This is an optimization exercise on Yosys and OpenROAD, whose aim is small area and a short achievable clock period, not a production implementation.
In this exercise RTL edits were held to simulation tests only and were not proved equivalent to the original.
No driver is modelled on the clock port, so clock power and skew are understated where the tree is cut down; a real chip needs a root buffer or a tree.

## S
==> flow/design.v <==
module ahb_sram_slave #(
  parameter int                    ADDR_WIDTH  = 32,
  parameter int                    DATA_WIDTH  = 32,
  parameter int                    DEPTH       = 64,
  parameter logic [ADDR_WIDTH-1:0] BASE        = 32'h4000_0100,
  parameter int                    WAIT_STATES = 1,
  parameter bit                    READ_ONLY   = 1'b0
) (
  input  logic                  HCLK,
  input  logic                  HRESETn,
  input  logic                  HSELx,
  input  logic [ADDR_WIDTH-1:0] HADDR,
  input  logic                  HWRITE,
  input  logic [2:0]            HSIZE,
  input  logic [2:0]            HBURST,
  input  logic [3:0]            HPROT,
  input  logic [1:0]            HTRANS,
  input  logic                  HMASTLOCK,
  input  logic                  HREADY,
  input  logic [DATA_WIDTH-1:0] HWDATA,
  output logic                  HREADYOUT,
  output logic                  HRESP,
  output logic [DATA_WIDTH-1:0] HRDATA
);
  localparam int BYTES     = DATA_WIDTH / 8;
  localparam int LANE_BITS = $clog2(BYTES);
  localparam int IDX_BITS  = $clog2(DEPTH);
  localparam int WIN_BITS  = LANE_BITS + IDX_BITS;
  logic                  r_busy;     
  logic                  r_ready;    
  logic                  r_resp;     
  logic                  r_wr;       
  logic [BYTES-1:0]      r_strb;     
  logic [DEPTH-1:0]      r_sel;      
  logic [BYTES-1:0]      r_lane;     
  logic [DATA_WIDTH-1:0] r_rdata;
  logic             w_in_window;
  logic             w_err;
  logic             w_accept;
  logic [BYTES-1:0] w_strb;
  logic             w_unused;
  assign w_in_window = (HADDR[ADDR_WIDTH-1:WIN_BITS] == BASE[ADDR_WIDTH-1:WIN_BITS]);
  assign w_err = ~w_in_window | HSIZE[2] | (HSIZE[1] & HSIZE[0])
               | (HSIZE[0] & HADDR[0]) | (HSIZE[1] & (HADDR[1] | HADDR[0]))
               | (READ_ONLY && HWRITE);
  assign w_strb[0] = HSIZE[1] | (~HADDR[1] & (HSIZE[0] | ~HADDR[0]));
  assign w_strb[1] = HSIZE[1] | (~HADDR[1] & (HSIZE[0] |  HADDR[0]));
  assign w_strb[2] = HSIZE[1] | ( HADDR[1] & (HSIZE[0] | ~HADDR[0]));
  assign w_strb[3] = HSIZE[1] | ( HADDR[1] & (HSIZE[0] |  HADDR[0]));
  assign w_accept = ~r_busy & HSELx & HREADY & HTRANS[1];
  assign w_unused = ^{HBURST, HPROT, HMASTLOCK, HTRANS[0]};
  always_ff @(posedge HCLK or negedge HRESETn) begin
    if (!HRESETn) begin
      r_busy  <= 1'b0;
      r_ready <= 1'b1;
      r_resp  <= 1'b0;
      r_lane <= '0;
    end else begin
      r_busy  <= w_accept;
      r_ready <= ~w_accept;
      if (!r_busy) begin
        r_resp <= w_accept & w_err;
      end
      r_lane <= {BYTES{r_busy & r_wr}} & r_strb;
    end
  end
  assign HREADYOUT = r_ready;
  assign HRESP     = r_resp;
  always_ff @(posedge HCLK) begin
    r_wr   <= w_accept & ~w_err & HWRITE;
    if (!r_busy) begin
      r_strb <= w_strb;
      for (int w = 0; w < DEPTH; w++) begin
        r_sel[w] <= (HADDR[LANE_BITS +: IDX_BITS] == IDX_BITS'(w));
      end
    end
  end
  logic [DATA_WIDTH-1:0] w_mem [DEPTH];
  for (genvar w = 0; w < DEPTH; w++) begin : g_word
    for (genvar b = 0; b < BYTES; b++) begin : g_lane
      logic w_we;
      logic w_hold;
      assign w_we   = r_sel[w] & r_lane[b];
      assign w_hold = ~w_we;
      for (genvar i = 0; i < 8; i++) begin : g_bit
        ahb_sram_bit u_bit (
          .clk (HCLK),
          .we  (w_we),
          .hold(w_hold),
          .d   (HWDATA[b*8+i]),
          .q   (w_mem[w][b*8+i])
        );
      end
    end
  end
  localparam int NGRP = (DEPTH + 2) / 3;    
  logic [DATA_WIDTH-1:0] w_rd;
  for (genvar i = 0; i < DATA_WIDTH; i++) begin : g_rbit
    logic [NGRP-1:0] w_part_n;
    for (genvar g = 0; g < NGRP; g++) begin : g_grp
      if (3*g + 2 < DEPTH) begin : g_three
        ahb_sram_ao3n u_ao (
          .s0(r_sel[3*g]),   .d0(w_mem[3*g][i]),
          .s1(r_sel[3*g+1]), .d1(w_mem[3*g+1][i]),
          .s2(r_sel[3*g+2]), .d2(w_mem[3*g+2][i]),
          .y_n(w_part_n[g])
        );
      end else begin : g_one
        assign w_part_n[g] = ~(r_sel[3*g] & w_mem[3*g][i]);
      end
    end
    assign w_rd[i] = ~&w_part_n;
  end
  always_ff @(posedge HCLK) begin
    r_rdata <= w_rd;
  end
  assign HRDATA = r_rdata;
endmodule
module ahb_sram_bit (
  input  logic clk,
  input  logic we,
  input  logic hold,
  input  logic d,
  output logic q
);
  always_ff @(posedge clk) begin
    q <= (q & hold) | (d & we);
  end
endmodule
module ahb_sram_ao3n (
  input  logic s0, d0,
  input  logic s1, d1,
  input  logic s2, d2,
  output logic y_n
);
  assign y_n = ~((s0 & d0) | (s1 & d1) | (s2 & d2));
endmodule
clock: 6.0 ns
lec_check: 0
cap_margin: 20
core_margin: 2
core_utilization: 70
setup_slack_margin: 3.8
slew_margin: 20
synth_hierarchical: 1
tns_end_percent: 10
standard.sh (not shown) runs the stock make flow with config.mk's settings and CLKGATE_MAP_FILE= SYNTH_SCRIPT=/design/flow/synth_recipe.tcl, a recipe that flattens the netlist after the stock synthesis.
==> flow/flow/run.sh <==
#!/bin/bash
# The standard layout, with the clock tree built by flow/mycts_hook.tcl
# (run by ORFS's cts step as its PRE_CTS_TCL hook) instead of TritonCTS.
set -euo pipefail
here=$(pwd)
bash standard.sh PRE_CTS_TCL="$here/flow/mycts_hook.tcl" finish > "$here/standard_flow.log" 2>&1
Other scripts of this flow, unchanged in this note and not shown: flow/flow/mycts_hook.tcl
#### Input delta (Q over S)
==> flow/design.v, changed modules only <==
module ahb_sram_slave #(
  parameter int                    ADDR_WIDTH  = 32,
  parameter int                    DATA_WIDTH  = 32,
  parameter int                    DEPTH       = 64,
  parameter logic [ADDR_WIDTH-1:0] BASE        = 32'h4000_0100,
  parameter int                    WAIT_STATES = 1,
  parameter bit                    READ_ONLY   = 1'b0
) (
  input  logic                  HCLK,
  input  logic                  HRESETn,
  input  logic                  HSELx,
  input  logic [ADDR_WIDTH-1:0] HADDR,
  input  logic                  HWRITE,
  input  logic [2:0]            HSIZE,
  input  logic [2:0]            HBURST,
  input  logic [3:0]            HPROT,
  input  logic [1:0]            HTRANS,
  input  logic                  HMASTLOCK,
  input  logic                  HREADY,
  input  logic [DATA_WIDTH-1:0] HWDATA,
  output logic                  HREADYOUT,
  output logic                  HRESP,
  output logic [DATA_WIDTH-1:0] HRDATA
);
  localparam int BYTES     = DATA_WIDTH / 8;
  localparam int LANE_BITS = $clog2(BYTES);
  localparam int IDX_BITS  = $clog2(DEPTH);
  localparam int WIN_BITS  = LANE_BITS + IDX_BITS;
  logic                  r_busy;     
  logic                  r_ready;    
  logic                  r_resp;     
  logic                  r_wr;       
  logic [BYTES-1:0]      r_strb;     
  logic [DEPTH-1:0]      r_sel;      
  logic [BYTES-1:0]      r_lane;     
  logic [DATA_WIDTH-1:0] r_rdata;
  logic                  r_phase;    
  logic             w_in_window;
  logic             w_err;
  logic             w_accept;
  logic [BYTES-1:0] w_strb;
  logic             w_unused;
  assign w_in_window = (HADDR[ADDR_WIDTH-1:WIN_BITS] == BASE[ADDR_WIDTH-1:WIN_BITS]);
  assign w_err = ~w_in_window | HSIZE[2] | (HSIZE[1] & HSIZE[0])
               | (HSIZE[0] & HADDR[0]) | (HSIZE[1] & (HADDR[1] | HADDR[0]))
               | (READ_ONLY && HWRITE);
  assign w_strb[0] = HSIZE[1] | (~HADDR[1] & (HSIZE[0] | ~HADDR[0]));
  assign w_strb[1] = HSIZE[1] | (~HADDR[1] & (HSIZE[0] |  HADDR[0]));
  assign w_strb[2] = HSIZE[1] | ( HADDR[1] & (HSIZE[0] | ~HADDR[0]));
  assign w_strb[3] = HSIZE[1] | ( HADDR[1] & (HSIZE[0] |  HADDR[0]));
  assign w_accept = ~r_busy & HSELx & HREADY & HTRANS[1];
  assign w_unused = ^{HBURST, HPROT, HMASTLOCK, HTRANS[0]};
  always_ff @(posedge HCLK or negedge HRESETn) begin
    if (!HRESETn) begin
      r_busy  <= 1'b0;
      r_ready <= 1'b1;
      r_resp  <= 1'b0;
      r_lane <= '0;
    end else begin
      r_busy  <= w_accept;
      r_ready <= ~w_accept;
      if (!r_busy) begin
        r_resp <= w_accept & w_err;
      end
      r_lane <= {BYTES{r_busy & r_wr}} & r_strb;
    end
  end
  assign HREADYOUT = r_ready;
  assign HRESP     = r_resp;
  always_ff @(posedge HCLK) begin
    r_wr   <= w_accept & ~w_err & HWRITE;
    if (!r_busy) begin
      r_strb <= w_strb;
      for (int w = 0; w < DEPTH; w++) begin
        r_sel[w] <= (HADDR[LANE_BITS +: IDX_BITS] == IDX_BITS'(w));
      end
    end
  end
  logic [DATA_WIDTH-1:0] w_mem [DEPTH];      
  logic [DATA_WIDTH-1:0] w_wdata_n;          
  always_ff @(posedge HCLK) begin
    r_phase <= ~r_phase;
  end
  assign w_wdata_n = HWDATA ^ {DATA_WIDTH{r_phase}};
  for (genvar w = 0; w < DEPTH; w++) begin : g_word
    for (genvar b = 0; b < BYTES; b++) begin : g_lane
      logic w_we;
      logic w_hold;
      assign w_we   = r_sel[w] & r_lane[b];
      assign w_hold = ~w_we;
      for (genvar i = 0; i < 8; i++) begin : g_bit
        ahb_sram_bit u_bit (
          .clk (HCLK),
          .we  (w_we),
          .hold(w_hold),
          .d   (w_wdata_n[b*8+i]),
          .q   (w_mem[w][b*8+i])
        );
      end
    end
  end
  localparam int NGRP = (DEPTH + 2) / 3;    
  logic [DATA_WIDTH-1:0] w_rd;
  for (genvar i = 0; i < DATA_WIDTH; i++) begin : g_rbit
    logic [23:0] w_part_n;     
    logic [7:0]  w_l2;
    logic [3:0]  w_l3_n;
    for (genvar g = 0; g < NGRP; g++) begin : g_grp
      if (3*g + 2 < DEPTH) begin : g_three
        ahb_sram_ao3n u_ao (
          .s0(r_sel[3*g]),   .d0(w_mem[3*g][i]),
          .s1(r_sel[3*g+1]), .d1(w_mem[3*g+1][i]),
          .s2(r_sel[3*g+2]), .d2(w_mem[3*g+2][i]),
          .y_n(w_part_n[g])
        );
      end else begin : g_one
        assign w_part_n[g] = ~(r_sel[3*g] & w_mem[3*g][i]);
      end
    end
    assign w_part_n[23:NGRP] = '1;
    for (genvar j = 0; j < 7; j++) begin : g_l2
      ahb_sram_nand3 u_n3 (.a(w_part_n[3*j]), .b(w_part_n[3*j+1]), .c(w_part_n[3*j+2]), .y(w_l2[j]));
    end
    assign w_l2[7] = ~w_part_n[21];
    for (genvar j = 0; j < 4; j++) begin : g_l3
      ahb_sram_nor2 u_o2 (.a(w_l2[2*j]), .b(w_l2[2*j+1]), .y(w_l3_n[j]));
    end
    assign w_rd[i] = ~&w_l3_n;
  end
  always_ff @(posedge HCLK) begin
    r_rdata <= w_rd ^ {DATA_WIDTH{r_phase}};
  end
  assign HRDATA = r_rdata;
endmodule
module ahb_sram_bit (
  input  logic clk,
  input  logic we,
  input  logic hold,
  input  logic d,
  output logic q
);
  always_ff @(posedge clk) begin
    q <= ~((q | we) & (d | hold));
  end
endmodule
module ahb_sram_nand3 (
  input  logic a, b, c,
  output logic y
);
  assign y = ~(a & b & c);
endmodule
module ahb_sram_nor2 (
  input  logic a, b,
  output logic y
);
  assign y = ~(a | b);
endmodule
Notes after the runs:
Looking at instance area after placement, Q sits about 4.5% below S.
Side by side, core utilization turned out higher in Q than in S.
Measured against each other, S and Q differ in worst setup slack, the higher figure coming from S.
S → Q: number of tap cells inserted lost 7.5%, first-pass GRT wire length went up 3.9%, filler-free cell count of the finished design +2.2%, hold buffer count at CTS ~0 delta.
In every run of this note, the design's own scripts or RTL, not TritonCTS, make the clock network.

what the ideal ports hide:
How much do the figures lean on ideal ports? The routed layouts below were timed once more, with nothing changed but the port constraints. Step 1, drivers: a clkbuf_16 drives HCLK and a buf_2 each remaining input, both assumed. Step 2 adds t to the input delays and takes it off the output delays; t is the mean of the earliest and latest rising clock arrival at the registers after step 1. Input paths then give back, and output paths get back, about the clock's delay inside the block. Three values: no drivers, after step 1, after step 2; two values: the first two.
run	shift t [ns]	slack for setup (ns)	hold WS [ns]	worst setup path at the end	worst register clock-pin slew, ns
S	0.770	3.514 / 3.341 / 3.158	0.484 / 0.484 / 0.484	input to register	0.10 / 0.10
Q	0.763	3.373 / 3.353 / 2.855	0.443 / 0.443 / 0.443	input to register	0.10 / 0.10
After both steps every run listed still meets setup and hold. The setup slack of Q, which loses most, moves by -0.020 ns with the drivers and by -0.518 ns with both steps.
